This design comes from an exercise in tuning for small area, a short achievable clock period and few clock cycles per item on the open sky130 flow, not from production work.
At most, simulation tests tie the RTL to the original design; equivalence was not proved.
No activity file was given, so power comes from the tool's default toggle rates.

## build 27
==> flow/design.v (excerpt) <==
module source_token_scanner (
    input  logic        aclk,
    input  logic        aresetn,
    input  logic        s_valid,
    output logic        s_ready,
    input  logic [7:0]  s_char_code,
    input  logic        s_end_of_input,
    output logic        m_valid,
    input  logic        m_ready,
    output logic [4:0]  m_token_kind,
    output logic [31:0] m_start_pos,
    output logic [5:0]  m_token_length,
    output logic [30:0] m_int_value,
    output logic        m_leading_space,
    output logic        m_last_result
);
For scale: ~7300 um2 of cells after synthesis.
clock: 5.5 ns
lec_check: 0
cap_margin: 20
core_margin: 2
core_utilization: 40
place_density: 0.6
setup_slack_margin: 2.5
slew_margin: 20
run.sh (not shown) runs the stock make flow with config.mk's settings and CLKGATE_MAP_FILE= SYNTH_SCRIPT=/design/flow/synth_recipe.tcl, a recipe that flattens the netlist after the stock synthesis.
Build 27 has completed all stages; timing, DRC and antenna checks passed.
> inputs changed (build 27 -> build 33)
--- a/flow/config.mk
+++ b/flow/config.mk
@@ -10,2 +10,2 @@
-export CORE_UTILIZATION = 40
-export PLACE_DENSITY = 0.6
+export CORE_UTILIZATION = 60
+export PLACE_DENSITY = 0.75
==> run summary <==
Non-clock buffer count for build 33: 2 down relative to build 27. Compared to build 27, the routing of build 33 uses more wire. Against build 27, power in build 33 rose slightly. Critical path depth in cells: build 33 < build 27. Compared to build 27, build 33 has final non-filler cell area 2.5% lower. Lower final critical-path required period goes to build 27 over build 33. Re number of gates resized after CTS: build 27 and build 33 aren't equal, and the higher value belongs to build 27.
diff inputs: build 33 => build 37
--- a/flow/config.mk
+++ b/flow/config.mk
@@ -10,3 +10,3 @@
-export CORE_UTILIZATION = 60
-export PLACE_DENSITY = 0.75
-export SETUP_SLACK_MARGIN = 2.5
+export CORE_UTILIZATION = 40
+export PLACE_DENSITY = 0.6
+export SETUP_SLACK_MARGIN = 3.0
==> comparison <==
- Build 33 fits on a die that is smaller than the die of build 37.
- Fraction of met1 tracks used by global routing sits lower in build 37 than in build 33.
- Build 37 ends up with a number of non-clock buffers in the layout that is 37 higher than in build 33.
- Build 33: full flow OK, the timing, design-rule and antenna checks passed
- Build 37 was carried through to the last stage, and its layout satisfied the timing, design-rule and antenna checks.
- The run showing the greater proportion of power drawn by flip-flops and latches is build 33.
- Against build 33, build 37 comes in 8.0% lower on final routed wire length divided by cell count.
- Cells: build 37 has more instances than build 33
- Of build 37 and build 33, build 37 shows the lower global-route met3 utilization, with build 33 above it.
The inputs of build 42 differ from those of build 37 as listed below.
--- a/flow/config.mk
+++ b/flow/config.mk
@@ -10,3 +10,3 @@
-export CORE_UTILIZATION = 40
-export PLACE_DENSITY = 0.6
-export SETUP_SLACK_MARGIN = 3.0
+export CORE_UTILIZATION = 60
+export PLACE_DENSITY = 0.75
+export SETUP_SLACK_MARGIN = 2.0
Results
For the wire length the detailed router placed on met1, build 42 came in 11% lower than build 37 did.
The setup slack of build 42 is smaller than that of build 37.
Build 42 against build 37: number of global-route vias before repair roughly the same, met3 track demand over resource in global routing picked up an extra 2.9 points, final layout net count went down about 5%, combinational power share went down by 1.1 points.
Build 42 reports its capturing element of the worst setup path as acc_q[28]$_SDFFE_PP0P_ while build 37 reports acc_q[30]$_SDFFE_PP0P_.
No functional check of the RTL was part of any run of this note.

========
v59:
Another version of the RTL of source_token_scanner (not shown whole).
Size: about 91 I/O pins.
export LEC_CHECK = 0
export CAP_MARGIN = 20
export CORE_MARGIN = 2
export CORE_UTILIZATION = 45
export PLACE_DENSITY = 0.65
export SETUP_SLACK_MARGIN = 2.9
export SLEW_MARGIN = 20
create_clock -name core_clock -period 5.5 [get_ports {aclk}]
standard.sh (not shown) runs the stock make flow with config.mk's settings and CLKGATE_MAP_FILE= SYNTH_SCRIPT=/design/flow/synth_recipe.tcl, a recipe that flattens the netlist after the stock synthesis.
==> flow/flow/run.sh <==
#!/bin/bash
# The standard layout, with buf_2 cells as the port buffers in place of the
# default delay-buffer cells, and a clock tree of clkbuf_8 cells without
# dummy balancing loads. Every tool's output goes to a log file here.
set -euo pipefail
export BUFFER_PORTS_ARGS="-buffer_cell sky130_fd_sc_hd__buf_2"
export CTS_ARGS="-sink_clustering_enable -repair_clock_nets -dont_use_dummy_load -sink_clustering_size 30 -sink_clustering_max_diameter 100 -buf_list sky130_fd_sc_hd__clkbuf_8"
bash standard.sh > standard_flow.log 2>&1
Testbench counts of v59, summed over its fixed seeds: cycles 32,736, items 32,325.
Changes in v11 relative to v59:
==> flow/flow/run.sh <==
#!/bin/bash
# The standard layout, with buf_2 cells as the port buffers in place of the
# default delay-buffer cells. Every tool's output goes to a log file here.
set -euo pipefail
export BUFFER_PORTS_ARGS="-buffer_cell sky130_fd_sc_hd__buf_2"
bash standard.sh > standard_flow.log 2>&1
Findings:
- In the tables for v59 and v11, number of global-route vias before repair reads lower with v59.
- Higher overall power consumption goes to v11 over v59.
- v11 ends up with a power share of the sequential group that is 13 points lower than in v59.
- The fraction of layout cells with a size suffix above 1 reported for v11 is greater than that of v59 by 2.0 points.
Modified inputs, v54 compared to v11
Settings: swapping 2.9 for 2.5 in SETUP_SLACK_MARGIN.
==> flow/flow/run.sh <==
#!/bin/bash
# The standard layout, with buf_2 cells as the port buffers in place of the
# default delay-buffer cells, and a clock tree of clkbuf_4 cells without
# dummy balancing loads. Every tool's output goes to a log file here.
set -euo pipefail
export BUFFER_PORTS_ARGS="-buffer_cell sky130_fd_sc_hd__buf_2"
export CTS_ARGS="-sink_clustering_enable -repair_clock_nets -dont_use_dummy_load -sink_clustering_size 30 -sink_clustering_max_diameter 100 -buf_list sky130_fd_sc_hd__clkbuf_4"
bash standard.sh > standard_flow.log 2>&1
## What came out
Going from v11 to v54, global-route wire length before repair shrank slightly. Looking at post-detailed-routing wire length, v54 sits about 8% below v11. Portion of total power attributed to the clock network down 22 points in v54 wrt v11. Sort v11 and v54 by sequential group share of total power, ascending, and v11 comes first. Higher total met3 wirelength after detailed routing was reported by v11, not v54. From v11 to v54 the numbers moved as follows: overall power dropped 750 uW; design area dropped about 10%. Smallest setup slack after layout delta for v54 relative to v11: 75 ps lower. Lower clock transition at the registers of the reported paths was reported by v11, not v54. Clock buffer count for v54 is lower than for v11.
#### Input delta (v41 over v54)
==> flow/flow/run.sh <==
#!/bin/bash
# The standard layout, with buf_2 cells as the port buffers in place of the
# default delay-buffer cells, and a clock tree of clkbuf_8 cells without
# dummy balancing loads. Every tool's output goes to a log file here.
set -euo pipefail
export BUFFER_PORTS_ARGS="-buffer_cell sky130_fd_sc_hd__buf_2"
export CTS_ARGS="-sink_clustering_enable -repair_clock_nets -dont_use_dummy_load -sink_clustering_size 30 -sink_clustering_max_diameter 100 -buf_list sky130_fd_sc_hd__clkbuf_8"
bash standard.sh > standard_flow.log 2>&1
Findings:
- Delta (v41 minus v54): sum of routed wire length over all layers increased about 0.4%, final area went up, signed area change from the synthesized netlist to the final layout increased 1.3 points.
- Maximum vdd drop (v54 / v41): 0.812
- Delta (v41 minus v54): core utilization now sits higher, final period utilization held steady.
- Re residual overflow from global routing: no difference whatsoever between v54 and v41.
Relative to v41, the following input files were edited for v40:
Settings: swapping 2.5 for 2.7 in SETUP_SLACK_MARGIN.
Results
v40: full flow OK, the timing, design-rule and antenna checks passed
Per the comparison of v40 with v41, finished layout cell area +1.5%, worst-case headroom to the max-slew limit -1.1 points, fmax +about 4.4%.
The pre-CTS setup slack of v40 is higher than that of v41.
In the reports for v41 and v40, the larger number of vias in the routed layout belongs to v40.
Initial detailed-routing violation count was lower in v40 than in v41.
Setup slack: v40 more than v41
Relative to v41, number of standard cells in the layout, taps in and fillers out increased by 0.65% in v40.
As of v40, leakage power of the design had risen by a few percent compared to v41.
Per-cell routed wire length was lower in v40 than in v41.
Relative to v40, the following input files were edited for v5:
Settings: CORE_UTILIZATION changed from 45 to 60; PLACE_DENSITY changed from 0.65 to 0.75; SETUP_SLACK_MARGIN changed from 2.7 to 2.5.
==> flow/run.sh (new file) <==
#!/bin/bash
# synth_recipe.tcl (not shown) runs the flow's synth.tcl, then flattens the netlist and writes it again
# the make line also repeats each setting of config.mk as NAME=value (left out here)
make -C /OpenROAD-flow-scripts/flow DESIGN_CONFIG=/design/flow/config.mk WORK_HOME=/design/flow/orfs CLKGATE_MAP_FILE= SYNTH_SCRIPT=/design/flow/synth_recipe.tcl finish
removed: flow/flow/run.sh
removed: flow/standard.sh
--- outcome ---
- v5 ends up with a via count that is 485 higher than in v40.
- Compared with v40, v5 has less setup slack.
- Going from v40 to v5, post-CTS resize count rose by 2, minimum clock period rose 180 ps, cell count fell by about 4%.
- Of v5 and v40, the lower share of the final layout cell area in multi-input gates belongs to v5.
- Against v40, v5 reports a highest attainable clock frequency that is lower.
- Between v40 and v5, the accumulated negative setup slack figures differ only marginally.
- Compared with v40, v5 shows a higher global-route wire length before repair.
- For v40, the largest power group was registers, unlike v5, where it was the clock network.

========
source_token_scanner, a different RTL version from the one above (not shown whole).
For scale: about 810 cells after synthesis, about 130 flip-flops, roughly 91 I/O pins, roughly 7200 sq um of cells after synthesis.
==> flow/design.v (excerpt) <==
module source_token_scanner (
    input  logic        aclk,
    input  logic        aresetn,
    input  logic        s_valid,
    output logic        s_ready,
    input  logic [7:0]  s_char_code,
    input  logic        s_end_of_input,
    output logic        m_valid,
    input  logic        m_ready,
    output logic [4:0]  m_token_kind,
    output logic [31:0] m_start_pos,
    output logic [5:0]  m_token_length,
    output logic [30:0] m_int_value,
    output logic        m_leading_space,
    output logic        m_last_result
);
clock: 5.5 ns
lec_check: 0
cap_margin: 20
core_margin: 2
core_utilization: 45
place_density: 0.65
setup_slack_margin: 2.8
slew_margin: 20
==> flow/flow/run.sh <==
#!/bin/bash
# The standard layout, with buf_2 cells as the port buffers in place of the
# default delay-buffer cells, and a clock tree of clkbuf_8 cells without
# dummy balancing loads. Every tool's output goes to a log file here.
set -euo pipefail
export BUFFER_PORTS_ARGS="-buffer_cell sky130_fd_sc_hd__buf_2"
export CTS_ARGS="-sink_clustering_enable -repair_clock_nets -dont_use_dummy_load -sink_clustering_size 30 -sink_clustering_max_diameter 100 -buf_list sky130_fd_sc_hd__clkbuf_8"
bash standard.sh > standard_flow.log 2>&1
Edit:
Settings changed: SETUP_SLACK_MARGIN 2.8 to 2.5.
Effect: The new run finished with timing, DRC and antenna clean. Combinational power drops by roughly a tenth. Flip-flop and latch count does not change. Cell area drops by a few percent. Final cell count went down by a few percent.
No functional check of the RTL was part of any run of this note.

[what the ideal ports hide]
The results above use ideal ports. As a check the final layouts listed here were re-extracted and re-timed, cells and wires unchanged.
Step 1 (the two cells are an assumption about what drives the block):
set clk [get_ports {aclk}]
set_driving_cell -lib_cell sky130_fd_sc_hd__clkbuf_16 $clk
set_driving_cell -lib_cell sky130_fd_sc_hd__buf_2 [delete_from_list [all_inputs] $clk]
Step 2 adds t to the input delays and takes it off the output delays; t is the mean of the earliest and latest rising clock arrival at the registers after step 1. Input paths then give back, and output paths get back, about the clock's delay inside the block.
Slacks: ideal ports / drivers / drivers and shift; pairs: ideal ports / drivers.
run	shift t [ns]	setup WS [ns]	latest minus earliest clock arrival (ns)	slew at the worst register clock pin (ns)	pins driven straight from the clock port
build 27	0.449	2.381 / 2.381 / 2.179	0.016 / 0.016	0.06 / 0.06	1
build 33	0.448	2.373 / 2.373 / 2.140	0.009 / 0.009	0.06 / 0.06	1
build 37	0.448	2.423 / 2.423 / 2.423	0.008 / 0.009	0.06 / 0.06	1
build 42	0.445	2.105 / 2.105 / 1.764	0.009 / 0.009	0.06 / 0.06	1
v59	0.465	2.768 / 2.768 / 2.513	0.020 / 0.020	0.07 / 0.07	1
v11	0.465	2.759 / 2.759 / 2.556	0.008 / 0.008	0.06 / 0.06	1
v54	0.561	2.684 / 2.684 / 2.232	0.039 / 0.039	0.12 / 0.12	1
v41	0.477	2.680 / 2.691 / 2.214	0.025 / 0.025	0.08 / 0.08	1
v40	0.455	2.798 / 2.798 / 2.425	0.025 / 0.025	0.07 / 0.07	1
v5	0.454	2.619 / 2.619 / 2.183	0.012 / 0.012	0.06 / 0.06	1
the first run of note 3	0.448	2.762 / 2.762 / 2.490	0.018 / 0.018	0.07 / 0.07	1
the second run of note 3	0.461	2.627 / 2.627 / 2.270	0.024 / 0.024	0.07 / 0.07	1
After both steps setup and hold are still met in every run listed. For v41, which loses most, drivers alone change the setup slack by +0.011 ns; drivers and shift together by -0.466 ns.
